This is an optimization exercise on Yosys and OpenROAD, whose aim is small area, a short achievable clock period and few clock cycles per item, not a production implementation. Function was not checked in any run shown here: the RTL went through the layout flow alone.

## flow/design.v (module list and top-level ports; edited modules follow where they fit)
// module mont_redc_ws: 1261 lines
module mont_redc_ws #(
    parameter int P_WIDTH  = 64,
    parameter int W_WIDTH  = 32,
    parameter int PD_WIDTH = 2 * P_WIDTH,
    parameter int NUM_W    = P_WIDTH / W_WIDTH
) (
    input  logic                clk,
    input  logic                rst_n,
    input  logic                in_valid,
    output logic                in_ready,
    input  logic [PD_WIDTH-1:0] Mul_in,
    input  logic [P_WIDTH-1:0]  N_in,
    input  logic [W_WIDTH-1:0]  Nprime_in,
    output logic                out_valid,
    input  logic                out_ready,
    output logic [P_WIDTH-1:0]  res_out,
    output logic [P_WIDTH:0]    res_raw_out
);
  // ...
==> flow/run.sh <==
#!/bin/bash
# synth_recipe.tcl (not shown) runs the flow's synth.tcl, then flattens the netlist and writes it again
# the make line also repeats each setting of config.mk as NAME=value (left out here)
make -C /OpenROAD-flow-scripts/flow DESIGN_CONFIG=/design/flow/config.mk WORK_HOME=/design/flow/orfs CLKGATE_MAP_FILE= SYNTH_SCRIPT=/design/flow/synth_recipe.tcl finish
==> flow/config.mk <==
export PLATFORM = sky130hd
export DESIGN_NAME = mont_redc_ws
export DESIGN_NICKNAME = mont_redc_ws
export VERILOG_FILES = /design/flow/design.v
export SDC_FILE = /design/flow/constraint.sdc
export NUM_CORES = 4
export LEC_CHECK = 0
export CAP_MARGIN = 20
export CORE_MARGIN = 2
export CORE_UTILIZATION = 40
export SLEW_MARGIN = 60
==> flow/constraint.sdc <==
create_clock -name core_clock -period 16.0 [get_ports {clk}]
set_input_delay 3.2000 -clock core_clock [delete_from_list [all_inputs] [get_ports {clk}]]
set_output_delay 3.2000 -clock core_clock [all_outputs]
set_load 0.01 [all_outputs]
==> reports/results.md, run 1 <==
* outcome: no timing/DRC/antenna violations
* cell type with the highest aggregate area in the netlist: sky130_fd_sc_hd__fa_1
* start point of the critical path: one[0]
* post-layout instance count excluding filler cells: 4,833
* per-instance average area after synthesis: 9.14 um^2
* DRC violation count after routing: 0
* Core ar.: 0.0822 mm^2
* netlist area before placement: 0.0333 mm^2
* sequential cell area: 0.00665 mm^2
* initial standard-cell utilization of the core: 0.405
* number of nets at the end of the flow: 4,544
* via count of the routed design: 26,706
* number of buffers on the longest clock path: 3
* minimum setup slack in the final design: 8.58 ns
* hold path startpoint: cnt[2]
* unrepaired setup endpoints after global routing: false
* fmax: 135 MHz
* number of synthesized flops with an enable pin: 155
* number of antenna-violating nets in the routed design: 0
* relative slew slack: 0.584
* final-layout clock buffer total: 37
* Critical Path Most Common Cell: sky130_fd_sc_hd__fa_1
* fraction of met3 tracks used by global routing: 0.0518
* flop and latch count out of synthesis: 253
* adder-cell share of the synthesized area: 0.305
* number of H-tree levels: 1
* Final min period: 7.42 ns
* xor and xnor area share after synthesis: 0.124
* drt total wl: 113 mm
* tightest hold margin: 0.521 ns
==> run 2, diff against run 1 <==
--- a/flow/design.v
+++ b/flow/design.v
@@ -17,16 +17,17 @@
     output logic [P_WIDTH:0]    res_raw_out
 );
     logic        st_load, st_step, st_fin2, last, m63l;
     logic [2:0]  cnt;
     logic        free, pv, go, la_on;
     assign la_on = ~st_load;
     logic [65:0] w;
     logic [63:0] r;
+    logic        rneg;
     logic        qtop;
     logic [7:0]  q_q, nt_q;
     logic [63:0] n_q;
     logic [7:0]  np_q, tl_q;
     logic [3:0] onen, twon, negn;
     always_ff @(posedge clk) begin
         n_q   <= N_in;
         tl_q  <= Mul_in[7:0];
@@ -1177,17 +1178,17 @@
     assign la_s[15] = t926;
     assign la_c[15] = t927;
     assign la_next = la_s[15:8] + la_c[15:8] + 8'(|(la_s[7:0] | la_c[7:0]));
     logic [7:0] q0;
     assign q0 = 8'(tl_q * np_q);
     assign free        = ~out_valid | out_ready;
     assign go          = free & in_valid & pv;
     assign res_raw_out = w[64:0];
-    assign res_out     = r;
+    assign res_out     = rneg ? w[63:0] : r;
     always_ff @(posedge clk) begin
         if (!rst_n) begin
             st_load   <= 1'b1;
             st_step   <= 1'b0;
             st_fin2   <= 1'b0;
             in_ready  <= 1'b0;
             out_valid <= 1'b0;
             pv        <= 1'b0;
@@ -1223,38 +1224,37 @@
             q_d    = (cnt == 3'd7) ? 8'hFF : la_next;
             qtop_d = (cnt == 3'd7) ? 1'b0 : q_q[7];
         end else begin
             q_d    = q0;
             qtop_d = 1'b0;
         end
     end
     always_ff @(posedge clk) begin
-        if (!st_fin2) begin
-            q_q  <= q_d;
-            qtop <= qtop_d;
-            one  <= one_d;
-            two  <= two_d;
-            neg  <= neg_d;
-        end
+        q_q  <= q_d;
+        qtop <= qtop_d;
+        one  <= one_d;
+        two  <= two_d;
+        neg  <= neg_d;
     end
     always_ff @(posedge clk) begin
         if (!rst_n) begin
             last <= 1'b0;
             m63l <= 1'b0;
         end else begin
             last <= st_step && (cnt == 3'd6);
             m63l <= st_step && (cnt == 3'd6) && la_next[7];
         end
     end
     always_ff @(posedge clk) begin
         if (st_step) begin
             w    <= x[73:8];
         end else if (st_fin2) begin
-            r    <= x[65] ? w[63:0] : x[63:0];
+            r    <= x[63:0];
+            rneg <= x[65];
         end else begin
             nt_q <= la_next;
             if (free) begin
                 w <= {2'b0, Mul_in[63:0]};
                 r <= Mul_in[127:64];
             end
         end
     end
==> run 2 against run 1 <==
Against the previous run:
- sequential share of layout area fell by 0.23 points
- still clean
- critical endpoint is now w[61]
- synthesized cell count fell by 5.1%
- fmax rose by 0.75%
- critical path type unchanged
- critical path depth rose by 1
- highest routed layer unchanged
==> reports/results.md, run 2 <==
* CTS tree: yes
* clock tree sinks: 254
* slowest stage cell, crit path: sky130_fd_sc_hd__fa_1
* critical path type: reg -> reg
* number of cells produced by synthesis: 3,459
* sum of negative setup slack: 0 ns
* xor and xnor area share after synthesis: 0.123, -0.00102
* relative slew slack: 0.595, +0.0110
* count of buffers from port buffering: 334
* Final min period: 7.37 ns, -0.0553 ns
* ratio of cells with drive above 1 in the final layout: 0.103
* CTS Buf Count: 30
* post-cts repair resize count: 0
* global-route met2 utilization: 0.407
* number of endpoints failing setup at the final stage: 0
* Setup Slack @ Placement: 8.71 ns
* Net Count, Synth: 4,266
* flop and latch count out of synthesis: 254, +0.40%
* biggest area contributors in the synthesized netlist: sky130_fd_sc_hd__fa_1, sky130_fd_sc_hd__edfxtp_1, sky130_fd_sc_hd__xnor2_1
* via count of the routed design: 24,956, -6.6%
* minimum setup slack in the final design: 8.63 ns, +0.0553 ns
* Critical Path, Cell by Cell: buf_6 > inv_2 > buf_4 > xnor2_1 > fa_1 > inv_1 > fa_1 > fa_1 > fa_1 > ha_1 > a21oi_1 > o21ai_0 > a221oi_1 > o211ai_1 > a221oi_1 > o21ai_0 > nor3_2 > o21ai_0 > xor2_1 > mux2_2
* number of synthesized flops with an enable pin: 139, -10%
* pin count of the biggest net entering global routing: 68
* Clock Tree Root: sky130_fd_sc_hd__clkbuf_16
* number of warnings printed during yosys synthesis: 3
* number of cell rows: 105
* WL per Instance: 22.5 um
* global placement routability congestion: 0.932
* number of antenna-violating nets in the routed design: 0, unchanged
* post-route design area: 0.0382 mm^2
* mean number of vias per cell: 5.37
* number of DRC markers after the initial detailed-route iteration: 1,866
* most frequent cells after synthesis: sky130_fd_sc_hd__inv_1, sky130_fd_sc_hd__fa_1, sky130_fd_sc_hd__xnor2_1, sky130_fd_sc_hd__a22oi_1, sky130_fd_sc_hd__mux2_2
* setup clock skew after layout: 0.0314 ns
* Max Transition Viols Final: 0
* Buffers & Inverters on Critical Path: 4
* initial standard-cell utilization of the core: 0.405, about the same
* Top Registers: w: 66 flops, n_q: 64 flops, r: 64 flops
* IO Pins: 359
* fraction of synthesized cell area taken by the top area cell type: 0.234
* Seq/Total Area, Yosys: 0.194
* Max-Cap Viols: 0
* number of buffers on the longest clock path: 3, unchanged
* initial antenna violation count: 6
* Most Used Layer, Global Route: met2
* top-count cell post-synth: sky130_fd_sc_hd__inv_1
* cell family with most CP delay: adder cells
* Tot GR Track Use: 0.243
* Overflow after GRT: 0
* netlist area before placement: 0.0333 mm^2, about the same
* Largest stage delay, worst path: 0.55 ns
* adder-cell share of the synthesized area: 0.305, about the same
* number of nets at the end of the flow: 4,361, -4.0%
* worst min path class: reg -> reg
* placed cell areas: 0.0371 mm^2
* leading cell type in the layout, fill and taps excluded: sky130_fd_sc_hd__inv_1
* 1st-pass router iterations: 6
* source-to-sink clock delay at the later pin of the worst-skew pair: 0.62 ns
* fraction of met3 tracks used by global routing: 0.0330, -0.0188
* Critical Path Most Common Cell: sky130_fd_sc_hd__fa_1
* sum of net half-perimeters after detailed placement: 81.3 mm
* maximum fanout encountered on the critical timing path: 39
* DRC violation count after routing: 0, unchanged
* unrepaired setup endpoints after global routing: false
* Netlist cell types: 88
* critical path data required time: 16.35 ns
* die area: 0.0856 mm^2
* launching element type of the critical path: flop
* cell type with the highest aggregate area in the netlist: sky130_fd_sc_hd__fa_1
* leading cell types in the layout, fill and taps excluded: sky130_fd_sc_hd__inv_1, sky130_fd_sc_hd__fa_1, sky130_fd_sc_hd__clkdlybuf4s50_1
* flip-flop count of the largest register, all copies and words added: 66
* global-route wire length before repair: 159 mm
* drt total wl: 105 mm, -7.5%
* count of final hold-check violations: 0
* Worst EP arrival: 7.71 ns
* number of H-tree levels: 1, unchanged
* post-CTS setup repair buffer count: 0
* chip width: 293 um
* Worst Setup End Kind: flop
* Tcrit/Tclk final: 0.460
* fraction of registers with async set/reset: 0
* per-instance average area after synthesis: 9.63 um^2, +5.3%
* outcome: no timing/DRC/antenna violations
* Core ar.: 0.0822 mm^2, unchanged
* share of cell area taken by muxes after synthesis: 0.0682
* fmax: 136 MHz, +0.75%
* largest register by flop count: w
* synthesized-area fraction occupied by and/or/nand/nor cells: 0.0671
* clock slew at reported path FFs: 0.06 ns
* Layout Area Growth over Synthesis: 14.7%
* y dimension of the die: 293 um
* post-synthesis compound-gate area fraction: 0.134
* number of hold buffers added after cts: 0
* dominant combinational cell family by area after synthesis: adder cells
* Worst-Margin Slew: 0.603 ns
* vias in the first global route: 25,610
* met1 usage: 0.334
* Post-synth top flop: sky130_fd_sc_hd__edfxtp_1
* reg2reg setup slack: 8.63 ns
## run 2: cell count changes after synthesis, moves of 9 or more
cell	previous run	this run
sky130_fd_sc_hd__a21oi_1	141	117
sky130_fd_sc_hd__nand2_1	326	193
sky130_fd_sc_hd__and3_1	12	3
sky130_fd_sc_hd__dfxtp_1	98	115
sky130_fd_sc_hd__inv_1	551	566
sky130_fd_sc_hd__mux2_2	76	196
sky130_fd_sc_hd__nor2_1	127	69
sky130_fd_sc_hd__nor3_1	18	7
sky130_fd_sc_hd__clkbuf_1	201	171
sky130_fd_sc_hd__a31oi_1	62	8
sky130_fd_sc_hd__o21ai_0	54	38
sky130_fd_sc_hd__edfxtp_1	155	139
sky130_fd_sc_hd__o21bai_1	22	13
## run 2: path summary, 6_finish.rpt
check	from	endpoint	depth (start not counted)
worst min-delay path	cnt[2]	last	1
worst max-delay path	neg[1]	w[61]	20
worst min register to register	cnt[2]	last	1
worst max register to register	neg[1]	w[61]	20
## run 2: final cells by class
class	instances	area, um^2
Antenna cell	2	5.00
Timing Repair Buffer	374	3870
Clock buffer	47	938
Multi-Input combinational cell	2324	23300
Sequential cell	254	6530
Fill cell	7941	44000
Clock inverter	9	123
Tap cell	1070	1340
Inverter	570	2140
## run 2: worst register-to-register path: cells and delay by family, from the launching register on
family | cells | cell delay [ns]
flops | 1 | 0.32
mux | 1 | 0.27
buf+inv | 4 | 1.30
compound gates | 7 | 2.00
simple gates | 1 | 0.35
xor+xnor | 2 | 0.41
fa+ha+maj | 5 | 2.46
## run 2: metrics by stage
step	instances	util	hold WS (ns)
2_1_floorplan	3459	-	0.487
3_3_place_gp	4579	0.447	0.492
3_5_place_dp	4589	0.451	0.495
4_1_cts	4645	0.464	0.505
5_1_grt	4648	0.465	0.533
6_report	4650	0.465	0.506
## run 2: metal layers
metal  vias up  wire (um)
li1      11445          -
met4         6       2230
met5         -         40
met1     12575      45000
met3       104       6940
met2       826      50300
## run 2: logic make-up after synthesis
family                     after synthesis
buffers and inverters                  881
AOI/OAI and AO/OA                      625
adders and majority gates              579
xor gates and xnor gates               466
and+or+nand+nor                        453
DFF                                    254
muxes                                  201
==> run 3, diff against run 2 <==
==> flow/flow/run.sh (new file) <==
#!/bin/bash
cat standard.sh > standard_sh_copy.log
cat config.mk > config_copy.log
export SETUP_SLACK_MARGIN=9
bash standard.sh > standard.log 2>&1
==> flow/standard.sh (new file) <==
#!/bin/bash
# synth_recipe.tcl (not shown) runs the flow's synth.tcl, then flattens the netlist and writes it again
# the make line also repeats each setting of config.mk as NAME=value (left out here)
make -C /OpenROAD-flow-scripts/flow DESIGN_CONFIG=/design/flow/config.mk WORK_HOME=/design/flow/orfs CLKGATE_MAP_FILE= SYNTH_SCRIPT=/design/flow/synth_recipe.tcl "${@:-finish}"
removed: flow/run.sh
==> run 3 against run 2 <==
Against the previous run:
- hold slack worse by 0.0029 ns
- utilization up 0.18 points
- via count increased by 0.54%
- critical path depth grew 5
- highest routed layer unchanged
==> reports/results.md, run 3 <==
* Clock Tree Root: sky130_fd_sc_hd__clkbuf_16
* Buffers & Inverters on Critical Path: 8, +4
* initial antenna violation count: 6, unchanged
* 1st-pass router iterations: 5, -1
* fraction of synthesized cell area taken by the top area cell type: 0.234, unchanged
* cell type with the highest aggregate area in the netlist: sky130_fd_sc_hd__fa_1
* pin count of the biggest net entering global routing: 68, unchanged
* number of DRC markers after the initial detailed-route iteration: 1,940, +4.0%
* IO Pins: 359, unchanged
* Final min period: 6.77 ns, -0.592 ns
* WL per Instance: 22.6 um, +0.65%
* y dimension of the die: 293 um, unchanged
* flip-flop count of the largest register, all copies and words added: 66, unchanged
* unrepaired setup endpoints after global routing: false
* outcome: no timing/DRC/antenna violations
* vias in the first global route: 25,614, +0.016%
* Max-Cap Viols: 0, unchanged
* number of nets at the end of the flow: 4,364, +0.069%
* Max Transition Viols Final: 0, unchanged
* sum of negative setup slack: 0 ns, unchanged
* critical path data required time: 16.35 ns, about the same
* number of endpoints failing setup at the final stage: 0, unchanged
* Tot GR Track Use: 0.243, about the same
* dominant combinational cell family by area after synthesis: adder cells
* post-route design area: 0.0384 mm^2, +0.38%
* xor and xnor area share after synthesis: 0.123, unchanged
* reg2reg setup slack: 9.23 ns, +0.59 ns
* Tcrit/Tclk final: 0.423, -0.0370
* Top Registers: w: 66 flops, n_q: 64 flops, r: 64 flops
* top-count cell post-synth: sky130_fd_sc_hd__inv_1
* critical path type: reg -> reg
* minimum setup slack in the final design: 9.23 ns, +0.592 ns
* Netlist cell types: 88, unchanged
* via count of the routed design: 25,090, +0.54%
* die area: 0.0856 mm^2, unchanged
* drt total wl: 105 mm, +0.70%
* slowest stage cell, crit path: sky130_fd_sc_hd__fa_1
* Seq/Total Area, Yosys: 0.194, unchanged
* global placement routability congestion: 0.932, unchanged
* Worst Setup End Kind: flop
* number of H-tree levels: 1, unchanged
* number of antenna-violating nets in the routed design: 0, unchanged
* CTS tree: yes
* Critical Path Most Common Cell: sky130_fd_sc_hd__fa_1
* cell family with most CP delay: adder cells
* count of final hold-check violations: 0, unchanged
* ratio of cells with drive above 1 in the final layout: 0.106, +0.00271
* count of buffers from port buffering: 334, unchanged
* per-instance average area after synthesis: 9.63 um^2, unchanged
* number of cell rows: 105, unchanged
* mean number of vias per cell: 5.39, +0.49%
* CTS Buf Count: 30, unchanged
* Filler cells: 7,922, -0.24%
* synthesized-area fraction occupied by and/or/nand/nor cells: 0.0671, unchanged
* post-layout instance count excluding filler cells: 4,652, +0.043%
* launching element type of the critical path: flop
* number of placed instances with taps included: 4,589, unchanged
* Layout Area Growth over Synthesis: 15.2%
* number of synthesized flops with an enable pin: 139, unchanged
* clock tree sinks: 254, unchanged
* number of warnings printed during yosys synthesis: 3, unchanged
* number of buffers on the longest clock path: 3, unchanged
* number of cells produced by synthesis: 3,459, unchanged
* placed cell areas: 0.0371 mm^2, unchanged
* fraction of registers with async set/reset: 0, unchanged
* fmax: 148 MHz, +8.7%
* source-to-sink clock delay at the later pin of the worst-skew pair: 0.61 ns, about the same
* Largest stage delay, worst path: 0.54 ns, about the same
* initial standard-cell utilization of the core: 0.405, unchanged
* adder-cell share of the synthesized area: 0.305, unchanged
* leading cell types in the layout, fill and taps excluded: sky130_fd_sc_hd__inv_1, sky130_fd_sc_hd__fa_1, sky130_fd_sc_hd__clkdlybuf4s50_1
* Core ar.: 0.0822 mm^2, unchanged
* Worst EP arrival: 7.12 ns, -0.59 ns
* setup clock skew after layout: 0.0305 ns, -0.000914 ns
* Setup Slack @ Placement: 8.71 ns, unchanged
* largest register by flop count: w
* relative slew slack: 0.581, -0.0138
* post-synthesis compound-gate area fraction: 0.134, unchanged
* netlist area before placement: 0.0333 mm^2, unchanged
* leading cell type in the layout, fill and taps excluded: sky130_fd_sc_hd__inv_1
* biggest area contributors in the synthesized netlist: sky130_fd_sc_hd__fa_1, sky130_fd_sc_hd__edfxtp_1, sky130_fd_sc_hd__xnor2_1
* maximum fanout encountered on the critical timing path: 28, -28%
* worst min path class: reg -> reg
* share of cell area taken by muxes after synthesis: 0.0682, unchanged
* clock slew at reported path FFs: 0.06 ns, about the same
* global-route wire length before repair: 159 mm, about the same
* Net Count, Synth: 4,266, unchanged
* DRC violation count after routing: 0, unchanged
* Overflow after GRT: 0, unchanged
* number of hold buffers added after cts: 0, unchanged
* most frequent cells after synthesis: sky130_fd_sc_hd__inv_1, sky130_fd_sc_hd__fa_1, sky130_fd_sc_hd__xnor2_1, sky130_fd_sc_hd__a22oi_1, sky130_fd_sc_hd__mux2_2
* Worst-Margin Slew: 0.623 ns, +0.0206 ns
* sum of net half-perimeters after detailed placement: 81.3 mm, unchanged
* chip width: 293 um, unchanged
* Post-synth top flop: sky130_fd_sc_hd__edfxtp_1
* flop and latch count out of synthesis: 254, unchanged
run 3: area by class of cell:
type | instances | area (um^2) | area share
timing repair buffer | 377 | 3980 | 0.104
sequential | 254 | 6530 | 0.170
clock inverter | 9 | 123 | 0.00320
multi-input combinational | 2324 | 23300 | 0.607
antenna | 1 | 2.50 | 0.0000652
tap | 1070 | 1340 | 0.0349
clock buffer | 47 | 938 | 0.0245
inverter | 570 | 2140 | 0.0559
run 3: timing repair:
item | CTS | global route
gates cloned | 0 | 1
buffers inserted | 0 | 2
endpoints found under the setup margin | 18 | 34
resized for setup | 5 | 20
hold endpoints to repair | 0 | 0
run 3: per-layer routing:
layer | global-route usage | up-vias | part of all wire
met1 | 0.334 | 12691 | 0.43
li1 | - | 11439 | -
met3 | 0.0330 | 102 | 0.063
met5 | 0 | - | 0.00038
met2 | 0.407 | 852 | 0.48
met4 | 0.0529 | 6 | 0.022
run 3: worst paths after layout:
path	startpoint	to	depth (start not counted)
worst min-delay path	cnt[2]	last	1
worst min register to register	cnt[2]	last	1
worst max register to register	neg[0]	w[57]	25
worst max-delay path	neg[0]	w[57]	25
run 3: kinds of logic (layout without fill, tap and decap cells):
logic type               after synthesis  count (layout)
buffers and inverters                881            1003
other                                  0               1
AND/OR/NAND/NOR                      453             453
AO/OA/AOI/OAI                        625             625
multiplexers                         201             201
flip-flops                           254             254
adder cells (fa/ha/maj)              579             579
XOR/XNOR                             466             466
run 3: metrics by stage:
step           hold slack (ns)   util
6_report                 0.503  0.466
5_1_grt                  0.533  0.466
4_1_cts                  0.505  0.464
3_5_place_dp             0.495  0.451
3_3_place_gp             0.492  0.447
2_1_floorplan            0.487      -

## separate check: timing with driven ports
In the flow no input, the clock included, has a driving cell. The finished layouts below were timed again as built, in two steps. Step 1 sets driving cells, clkbuf_16 on the clock port and buf_2 on the other inputs (assumed; they add their load-dependent delay and slew). Step 2 times the ports against the registers' clock, not the clock port: input delays grow and output delays shrink by t, the midpoint of the rising clock arrivals with the driver on. a / b / c = no drivers / after step 1 / after step 2; a / b = the first two.
run | t, ns | setup slack, ns | worst slew at a driven data input, ns
run 1 | 0.677 | 8.579 / 8.579 / 8.579 | 0.14
run 2 | 0.668 | 8.635 / 8.635 / 8.635 | 0.12
run 3 | 0.667 | 9.226 / 9.226 / 9.226 | 0.13
After both steps setup and hold are still met in every run listed.
